From an optimization exercise on the open Yosys and OpenROAD flow, aimed at small area and a short achievable clock period; shortcuts taken in it are not production practice.
Only simulation tests tie the RTL to the original design; equivalence was not proved.
Power figures rest on the tool's default switching activity, not on a simulated workload.

==> 11-24 <==
Design dgt_raddr_scheduler, start of the top module:
module dgt_raddr_scheduler #(
    parameter int unsigned NUM_REQ     = 256,
    parameter int unsigned PARALLELISM = 4,
    parameter int unsigned NUM_CH      = 2
) (
    input  logic                    clk_i,
    input  logic                    rst_ni,
    input  logic                    en_i,
    input  logic                    flush_i,
    input  logic [NUM_CH-1:0]       req_valid_i,
    output logic [NUM_CH-1:0]       req_ready_o,
    input  logic [NUM_CH*NUM_REQ-1:0] req_i,
    input  logic [NUM_CH-1:0]       msb_first_i,
    input  logic [NUM_CH-1:0]       dense_mode_i,
    input  logic [$clog2(NUM_REQ/PARALLELISM)-1:0]     addr_lower_bound_i,
    input  logic [$clog2(NUM_REQ/PARALLELISM)-1:0]     addr_upper_bound_i,
    output logic                    idx_valid_o,
    input  logic                    idx_ready_i,
    output logic [$clog2(NUM_REQ/PARALLELISM)-1:0]     idx_o,
    output logic [((NUM_CH>1)?$clog2(NUM_CH):1)-1:0]     ch_o,
    output logic [PARALLELISM-1:0]  lane_mask_o,
    output logic [NUM_REQ/PARALLELISM-1:0]    grant_block_one_hot_o,
    output logic                    last_o,
    output logic                    empty_o
);
make LEC_CHECK=0 ABC_CLOCK_PERIOD_IN_PS=5000 CAP_MARGIN=20 CORE_MARGIN=2 CORE_UTILIZATION=40 SETUP_SLACK_MARGIN=4.5 SLEW_MARGIN=20 finish   # period 10.0 ns
run.sh (not shown) runs the stock make flow with config.mk's settings and CLKGATE_MAP_FILE= SYNTH_SCRIPT=/design/flow/synth_recipe.tcl, a recipe that flattens the netlist after the stock synthesis.
==> 05-05 (differences from 11-24) <==
- ABC_CLOCK_PERIOD_IN_PS: 5000 -> not set
- SETUP_SLACK_MARGIN: 4.5 -> 0.3
==> run notes <==
sequential share of cell area: 0.399
area grow syn2layout: 33.0%
Reg2Reg Launch Point: dense_q[1]
slowest stage delay, CP: 0.81 ns
P_clk: 2180 µW
drt pass-1 iters: 8
postcts setup bufs: 3
Largest cell class: sequential cells
outcome: no timing/DRC/antenna violations
part of the power in registers: 0.334
Hold Slack: 0.606 ns
routed vias: 32.7k
Levels on crit path: 18
clk_buf instances: 59
multi-input logic area: 0.0137 mm²
met3 wire length: 27,000 µm
That was 05-05.
==> run notes <==
part of the power in registers: 0.281
Largest cell class: multi-input gates
multi-input logic area: 0.0170 mm²
met3 wire length: 30,600 µm
P_clk: 2100 µW
clk_buf instances: 60
antenna violations before repair: 19
outcome: no timing/DRC/antenna violations
Reg2Reg Launch Point: lane_q[500]
Hold Slack: 0.680 ns
sequential share of cell area: 0.343
That was 11-24.


==> trial 38 <==
==> flow/design.v <==
module dgt_raddr_scheduler #(
    parameter int unsigned NUM_REQ     = 256,
    parameter int unsigned PARALLELISM = 4,
    parameter int unsigned NUM_CH      = 2
) (
    input  logic                    clk_i,
    input  logic                    rst_ni,
    input  logic                    en_i,
    input  logic                    flush_i,
    input  logic [NUM_CH-1:0]       req_valid_i,
    output logic [NUM_CH-1:0]       req_ready_o,
    input  logic [NUM_CH*NUM_REQ-1:0] req_i,
    input  logic [NUM_CH-1:0]       msb_first_i,
    input  logic [NUM_CH-1:0]       dense_mode_i,
    input  logic [$clog2(NUM_REQ/PARALLELISM)-1:0]     addr_lower_bound_i,
    input  logic [$clog2(NUM_REQ/PARALLELISM)-1:0]     addr_upper_bound_i,
    output logic                    idx_valid_o,
    input  logic                    idx_ready_i,
    output logic [$clog2(NUM_REQ/PARALLELISM)-1:0]     idx_o,
    output logic [((NUM_CH>1)?$clog2(NUM_CH):1)-1:0]     ch_o,
    output logic [PARALLELISM-1:0]  lane_mask_o,
    output logic [NUM_REQ/PARALLELISM-1:0]    grant_block_one_hot_o,
    output logic                    last_o,
    output logic                    empty_o
);
    localparam int unsigned NUM_BLK    = NUM_REQ / PARALLELISM;
    localparam int unsigned ADDR_WIDTH = $clog2(NUM_BLK);
    localparam int unsigned CH_WIDTH   = (NUM_CH > 1) ? $clog2(NUM_CH) : 1;
    logic [NUM_CH-1:0][NUM_REQ-1:0]    lane_q;
    logic [NUM_CH-1:0][ADDR_WIDTH-1:0] lo_q, hi_q;
    logic [NUM_CH-1:0]                 order_q, dense_q;
    logic [NUM_CH-1:0]                 armed_q;
    logic [CH_WIDTH-1:0]               rr_q;
    logic [NUM_CH-1:0][NUM_BLK-1:0]    pv;
    logic [NUM_CH-1:0]                 c_any, c_multi;
    logic [NUM_CH-1:0][ADDR_WIDTH-1:0] c_idx;
    logic [NUM_CH-1:0][NUM_BLK-1:0]    c_oh;
    logic [NUM_CH-1:0][PARALLELISM-1:0] c_lanes;
    logic [ADDR_WIDTH:0][NUM_BLK-1:0]                 t_any, t_multi;
    logic [ADDR_WIDTH:0][NUM_BLK-1:0][ADDR_WIDTH-1:0] t_idx;
    logic al, ar, take_r;
    always_comb begin : per_channel
        for (int unsigned c = 0; c < NUM_CH; c++) begin
            for (int unsigned b = 0; b < NUM_BLK; b++)
                pv[c][b] = (dense_q[c] | (|lane_q[c][b*PARALLELISM +: PARALLELISM]))
                         && (ADDR_WIDTH'(b) >= lo_q[c]) && (ADDR_WIDTH'(b) <= hi_q[c]);
            t_any   = '0;
            t_multi = '0;
            t_idx   = '0;
            t_any[0] = pv[c];
            for (int unsigned l = 1; l <= ADDR_WIDTH; l++) begin
                for (int unsigned j = 0; j < (NUM_BLK >> l); j++) begin
                    al = t_any[l-1][2*j];
                    ar = t_any[l-1][2*j+1];
                    take_r = order_q[c] ? ar : ~al;
                    t_any[l][j]   = al | ar;
                    t_multi[l][j] = t_multi[l-1][2*j] | t_multi[l-1][2*j+1] | (al & ar);
                    t_idx[l][j]   = take_r ? t_idx[l-1][2*j+1] : t_idx[l-1][2*j];
                    t_idx[l][j][l-1] = take_r;
                end
            end
            c_any[c]   = t_any[ADDR_WIDTH][0];
            c_multi[c] = t_multi[ADDR_WIDTH][0];
            c_idx[c]   = t_idx[ADDR_WIDTH][0];
            c_oh[c]    = NUM_BLK'(1) << c_idx[c];
            c_lanes[c] = '0;
            for (int unsigned b = 0; b < NUM_BLK; b++)
                c_lanes[c] = c_lanes[c]
                           | ({PARALLELISM{c_oh[c][b]}} & lane_q[c][b*PARALLELISM +: PARALLELISM]);
        end
    end
    logic [NUM_CH-1:0] loaded;
    assign loaded = armed_q & c_any;
    logic                  sel_any;
    logic [CH_WIDTH-1:0]   sel_ch;
    always_comb begin : pick
        logic [CH_WIDTH-1:0] cand;
        sel_any = 1'b0;
        sel_ch  = '0;
        for (int unsigned i = 0; i < NUM_CH; i++) begin
            cand = CH_WIDTH'((32'(rr_q) + i) % NUM_CH);
            if (!sel_any && loaded[cand]) begin
                sel_any = 1'b1;
                sel_ch  = cand;
            end
        end
    end
    logic [ADDR_WIDTH-1:0] sel_idx;
    logic                  sel_last;
    logic                  hs;
    assign sel_idx  = c_idx[sel_ch];
    assign sel_last = sel_any & ~c_multi[sel_ch];
    assign hs       = en_i & sel_any & idx_ready_i;
    always_ff @(posedge clk_i or negedge rst_ni) begin : ctrl_reg
        if (!rst_ni) begin
            armed_q <= '0;
            rr_q    <= '0;
        end else if (flush_i) begin
            armed_q <= '0;
            rr_q    <= '0;
        end else begin
            for (int unsigned c = 0; c < NUM_CH; c++) begin
                if (!loaded[c])
                    armed_q[c] <= en_i & req_valid_i[c];
                else if (hs && sel_ch == CH_WIDTH'(c) && sel_last)
                    armed_q[c] <= 1'b0;
            end
            if (en_i && sel_any)
                rr_q <= idx_ready_i ? CH_WIDTH'((32'(sel_ch) + 32'd1) % NUM_CH) : sel_ch;
        end
    end
    always_ff @(posedge clk_i) begin : data_reg
        for (int unsigned c = 0; c < NUM_CH; c++) begin
            if (!loaded[c]) begin
                lane_q[c]  <= req_i[c*NUM_REQ +: NUM_REQ];
                lo_q[c]    <= addr_lower_bound_i;
                hi_q[c]    <= addr_upper_bound_i;
                order_q[c] <= msb_first_i[c];
                dense_q[c] <= dense_mode_i[c];
            end else if (hs && sel_ch == CH_WIDTH'(c)) begin
                if (order_q[c]) hi_q[c] <= sel_idx - ADDR_WIDTH'(1);
                else            lo_q[c] <= sel_idx + ADDR_WIDTH'(1);
            end
        end
    end
    assign req_ready_o           = ~loaded;
    assign empty_o               = ~|loaded;
    assign idx_valid_o           = en_i & sel_any;
    assign idx_o                 = sel_any ? sel_idx : '0;
    assign ch_o                  = sel_any ? sel_ch : '0;
    assign lane_mask_o           = sel_any ? c_lanes[sel_ch] : '0;
    assign last_o                = sel_last;
    assign grant_block_one_hot_o = sel_any ? (NUM_BLK'(1) << sel_idx) : '0;
endmodule
==> flow/flow/run.sh <==
#!/bin/bash
# Standard ORFS layout, with the port buffers made as the smallest plain buffer
# (sky130_fd_sc_hd__buf_1) instead of the default delay-buffer cell.
set -euo pipefail
bash standard.sh "BUFFER_PORTS_ARGS=-buffer_cell sky130_fd_sc_hd__buf_1" finish > orfs_make.log 2>&1
==> flow/standard.sh <==
#!/bin/bash
# synth_recipe.tcl (not shown) runs the flow's synth.tcl, then flattens the netlist and writes it again
# the make line also repeats each setting of config.mk as NAME=value (left out here)
make -C /OpenROAD-flow-scripts/flow DESIGN_CONFIG=/design/flow/config.mk WORK_HOME=/design/flow/orfs CLKGATE_MAP_FILE= SYNTH_SCRIPT=/design/flow/synth_recipe.tcl "${@:-finish}"
==> flow/config.mk <==
export PLATFORM = sky130hd
export DESIGN_NAME = dgt_raddr_scheduler
export DESIGN_NICKNAME = dgt_raddr_scheduler
export VERILOG_FILES = /design/flow/design.v
export SDC_FILE = /design/flow/constraint.sdc
export NUM_CORES = 4
export LEC_CHECK = 0
export CAP_MARGIN = 20
export CORE_MARGIN = 2
export CORE_UTILIZATION = 40
export SETUP_SLACK_MARGIN = 4.5
export SLEW_MARGIN = 20
==> flow/constraint.sdc <==
create_clock -name core_clock -period 10.0 [get_ports {clk_i}]
set_input_delay 2.0000 -clock core_clock [delete_from_list [all_inputs] [get_ports {clk_i}]]
set_output_delay 2.0000 -clock core_clock [all_outputs]
set_load 0.01 [all_outputs]
==> trial 28: changes against trial 38 <==
==> flow/design.v, changed modules only <==
module dgt_raddr_scheduler #(
    parameter int unsigned NUM_REQ     = 256,
    parameter int unsigned PARALLELISM = 4,
    parameter int unsigned NUM_CH      = 2
) (
    input  logic                    clk_i,
    input  logic                    rst_ni,
    input  logic                    en_i,
    input  logic                    flush_i,
    input  logic [NUM_CH-1:0]       req_valid_i,
    output logic [NUM_CH-1:0]       req_ready_o,
    input  logic [NUM_CH*NUM_REQ-1:0] req_i,
    input  logic [NUM_CH-1:0]       msb_first_i,
    input  logic [NUM_CH-1:0]       dense_mode_i,
    input  logic [$clog2(NUM_REQ/PARALLELISM)-1:0]     addr_lower_bound_i,
    input  logic [$clog2(NUM_REQ/PARALLELISM)-1:0]     addr_upper_bound_i,
    output logic                    idx_valid_o,
    input  logic                    idx_ready_i,
    output logic [$clog2(NUM_REQ/PARALLELISM)-1:0]     idx_o,
    output logic [((NUM_CH>1)?$clog2(NUM_CH):1)-1:0]     ch_o,
    output logic [PARALLELISM-1:0]  lane_mask_o,
    output logic [NUM_REQ/PARALLELISM-1:0]    grant_block_one_hot_o,
    output logic                    last_o,
    output logic                    empty_o
);
    localparam int unsigned NUM_BLK    = NUM_REQ / PARALLELISM;
    localparam int unsigned ADDR_WIDTH = $clog2(NUM_BLK);
    localparam int unsigned CH_WIDTH   = (NUM_CH > 1) ? $clog2(NUM_CH) : 1;
    logic [NUM_CH-1:0][NUM_REQ-1:0]    lane_q;
    logic [NUM_CH-1:0][ADDR_WIDTH-1:0] cur_q, far_q;
    logic [NUM_CH-1:0]                 order_q, dense_q, last_q;
    logic [NUM_CH-1:0]                 loaded_q;
    logic [CH_WIDTH-1:0]               rr_q;
    logic                  sel_any;
    logic [CH_WIDTH-1:0]   sel_ch;
    always_comb begin : pick
        logic [CH_WIDTH-1:0] cand;
        sel_any = 1'b0;
        sel_ch  = '0;
        for (int unsigned i = 0; i < NUM_CH; i++) begin
            cand = CH_WIDTH'((32'(rr_q) + i) % NUM_CH);
            if (!sel_any && loaded_q[cand]) begin
                sel_any = 1'b1;
                sel_ch  = cand;
            end
        end
    end
    logic hs;
    assign hs = en_i & sel_any & idx_ready_i;
    logic [NUM_CH-1:0][NUM_BLK-1:0]    pv;
    logic [NUM_CH-1:0]                 t_ord;
    logic [NUM_CH-1:0]                 c_any, c_multi;
    logic [NUM_CH-1:0][ADDR_WIDTH-1:0] c_idx;
    logic [NUM_CH-1:0][ADDR_WIDTH-1:0] w_lo, w_hi;
    logic [NUM_CH-1:0]                 w_dense;
    logic [NUM_CH-1:0][NUM_BLK-1:0]    w_nz;
    logic [ADDR_WIDTH:0][NUM_BLK-1:0]                 t_any, t_multi;
    logic [ADDR_WIDTH:0][NUM_BLK-1:0][ADDR_WIDTH-1:0] t_idx;
    logic al, ar, take_r;
    always_comb begin : per_channel
        for (int unsigned c = 0; c < NUM_CH; c++) begin
            if (loaded_q[c]) begin
                w_lo[c]    = order_q[c] ? far_q[c] : cur_q[c] + ADDR_WIDTH'(1);
                w_hi[c]    = order_q[c] ? cur_q[c] - ADDR_WIDTH'(1) : far_q[c];
                w_dense[c] = dense_q[c];
                for (int unsigned b = 0; b < NUM_BLK; b++)
                    w_nz[c][b] = |lane_q[c][b*PARALLELISM +: PARALLELISM];
            end else begin
                w_lo[c]    = addr_lower_bound_i;
                w_hi[c]    = addr_upper_bound_i;
                w_dense[c] = dense_mode_i[c];
                for (int unsigned b = 0; b < NUM_BLK; b++)
                    w_nz[c][b] = |req_i[c*NUM_REQ + b*PARALLELISM +: PARALLELISM];
            end
            for (int unsigned b = 0; b < NUM_BLK; b++)
                pv[c][b] = (w_dense[c] | w_nz[c][b])
                         && (ADDR_WIDTH'(b) >= w_lo[c]) && (ADDR_WIDTH'(b) <= w_hi[c]);
            t_ord[c] = loaded_q[c] ? order_q[c] : msb_first_i[c];
            t_any   = '0;
            t_multi = '0;
            t_idx   = '0;
            t_any[0] = pv[c];
            for (int unsigned l = 1; l <= ADDR_WIDTH; l++) begin
                for (int unsigned j = 0; j < (NUM_BLK >> l); j++) begin
                    al = t_any[l-1][2*j];
                    ar = t_any[l-1][2*j+1];
                    take_r = t_ord[c] ? ar : ~al;
                    t_any[l][j]   = al | ar;
                    t_multi[l][j] = t_multi[l-1][2*j] | t_multi[l-1][2*j+1] | (al & ar);
                    t_idx[l][j]   = take_r ? t_idx[l-1][2*j+1] : t_idx[l-1][2*j];
                    t_idx[l][j][l-1] = take_r;
                end
            end
            c_any[c]   = t_any[ADDR_WIDTH][0];
            c_multi[c] = t_multi[ADDR_WIDTH][0];
            c_idx[c]   = t_idx[ADDR_WIDTH][0];
        end
    end
    always_ff @(posedge clk_i or negedge rst_ni) begin : ctrl_reg
        if (!rst_ni) begin
            loaded_q <= '0;
            rr_q     <= '0;
        end else if (flush_i) begin
            loaded_q <= '0;
            rr_q     <= '0;
        end else if (en_i) begin
            for (int unsigned c = 0; c < NUM_CH; c++) begin
                if (!loaded_q[c])
                    loaded_q[c] <= req_valid_i[c] & c_any[c];
                else if (hs && sel_ch == CH_WIDTH'(c) && last_q[c])
                    loaded_q[c] <= 1'b0;
            end
            if (sel_any)
                rr_q <= idx_ready_i ? CH_WIDTH'((32'(sel_ch) + 32'd1) % NUM_CH) : sel_ch;
        end
    end
    always_ff @(posedge clk_i) begin : data_reg
        for (int unsigned c = 0; c < NUM_CH; c++) begin
            if (!loaded_q[c]) begin
                lane_q[c]  <= req_i[c*NUM_REQ +: NUM_REQ];
                order_q[c] <= msb_first_i[c];
                dense_q[c] <= dense_mode_i[c];
                far_q[c]   <= msb_first_i[c] ? addr_lower_bound_i : addr_upper_bound_i;
            end
            if (!loaded_q[c] || (hs && sel_ch == CH_WIDTH'(c))) begin
                cur_q[c]  <= c_idx[c];
                last_q[c] <= ~c_multi[c];
            end
        end
    end
    logic [NUM_CH-1:0][PARALLELISM-1:0] c_lanes;
    always_comb begin
        for (int unsigned c = 0; c < NUM_CH; c++) begin
            c_lanes[c] = '0;
            for (int unsigned b = 0; b < NUM_BLK; b++)
                c_lanes[c] = c_lanes[c] | ({PARALLELISM{cur_q[c] == ADDR_WIDTH'(b)}}
                                           & lane_q[c][b*PARALLELISM +: PARALLELISM]);
        end
    end
    assign req_ready_o           = ~loaded_q;
    assign empty_o               = ~|loaded_q;
    assign idx_valid_o           = en_i & sel_any;
    assign idx_o                 = sel_any ? cur_q[sel_ch] : '0;
    assign ch_o                  = sel_any ? sel_ch : '0;
    assign lane_mask_o           = sel_any ? c_lanes[sel_ch] : '0;
    assign last_o                = sel_any & last_q[sel_ch];
    assign grant_block_one_hot_o = sel_any ? (NUM_BLK'(1) << cur_q[sel_ch]) : '0;
endmodule
- SETUP_SLACK_MARGIN: 4.5 -> 5
==> qor summary <==
metric	trial 28	trial 38
Clock Sink Count	545	543
Overall Global Routing Usage	0.393	0.446
Area delta synth->final	24.2%	39.8%
Switching share of total power	0.404	0.425
Vias per cell	6.99	6.95
Levels on crit path	14	20
Worst hold path cell count	1	2
Share of the clock period used by the worst path	0.562	0.800
Multi-input gate share of total cell area	0.406	0.387
Non-CTS inverters	24	39
Fill cell total of the finished layout	7480	6721
Wire length of the first global-routing pass	234000 um	245000 um
Cell leakage power	13.1 nW	14.7 nW
Fraction of met3 tracks used by global routing	0.157	0.157
Slack of the worst reg-to-reg path	5.03 ns	4.54 ns
Sequential group power	2.94 mW	2.95 mW
Endpoint arrival time on the critical path	3.62 ns	6.00 ns
Floorplan row count	104	101
Initial core utilization	0.403	0.404
Outcome	finished clean	finished clean
Met2 Use GR	0.553	0.651
Synthesized instance count	3204	2885

==> re-timing with driven ports <==
How much do the figures lean on ideal ports? The routed layouts below were timed once more, with nothing changed but the port constraints.
Step 1, drivers: a clkbuf_16 drives clk_i and a buf_2 each remaining input, both assumed.
Step 2 times the ports against the registers' clock, not the clock port: input delays grow and output delays shrink by t, the midpoint of the rising clock arrivals with the driver on.
Three values: ideal ports, drivers, drivers and shift; two values: the first two.
run | t, ns | setup WS [ns] | worst register clock-pin slew, ns | worst slew at a driven data input, ns | cell pins on the clock port's net
11-24 | 0.699 | 1.837 / 1.771 / 2.470 | 0.08 / 0.08 | 0.08 | 1
05-05 | 0.714 | 0.300 / 0.229 / 0.942 | 0.07 / 0.07 | 0.08 | 1
trial 38 | 0.705 | 1.999 / 1.932 / 2.637 | 0.08 / 0.08 | 0.12 | 1
trial 28 | 0.710 | 4.381 / 4.318 / 4.279 | 0.07 / 0.07 | 0.14 | 1
After both steps setup and hold are still met in every run listed. For trial 28, which loses most, drivers alone change the setup slack by -0.063 ns; drivers and shift together by -0.102 ns.
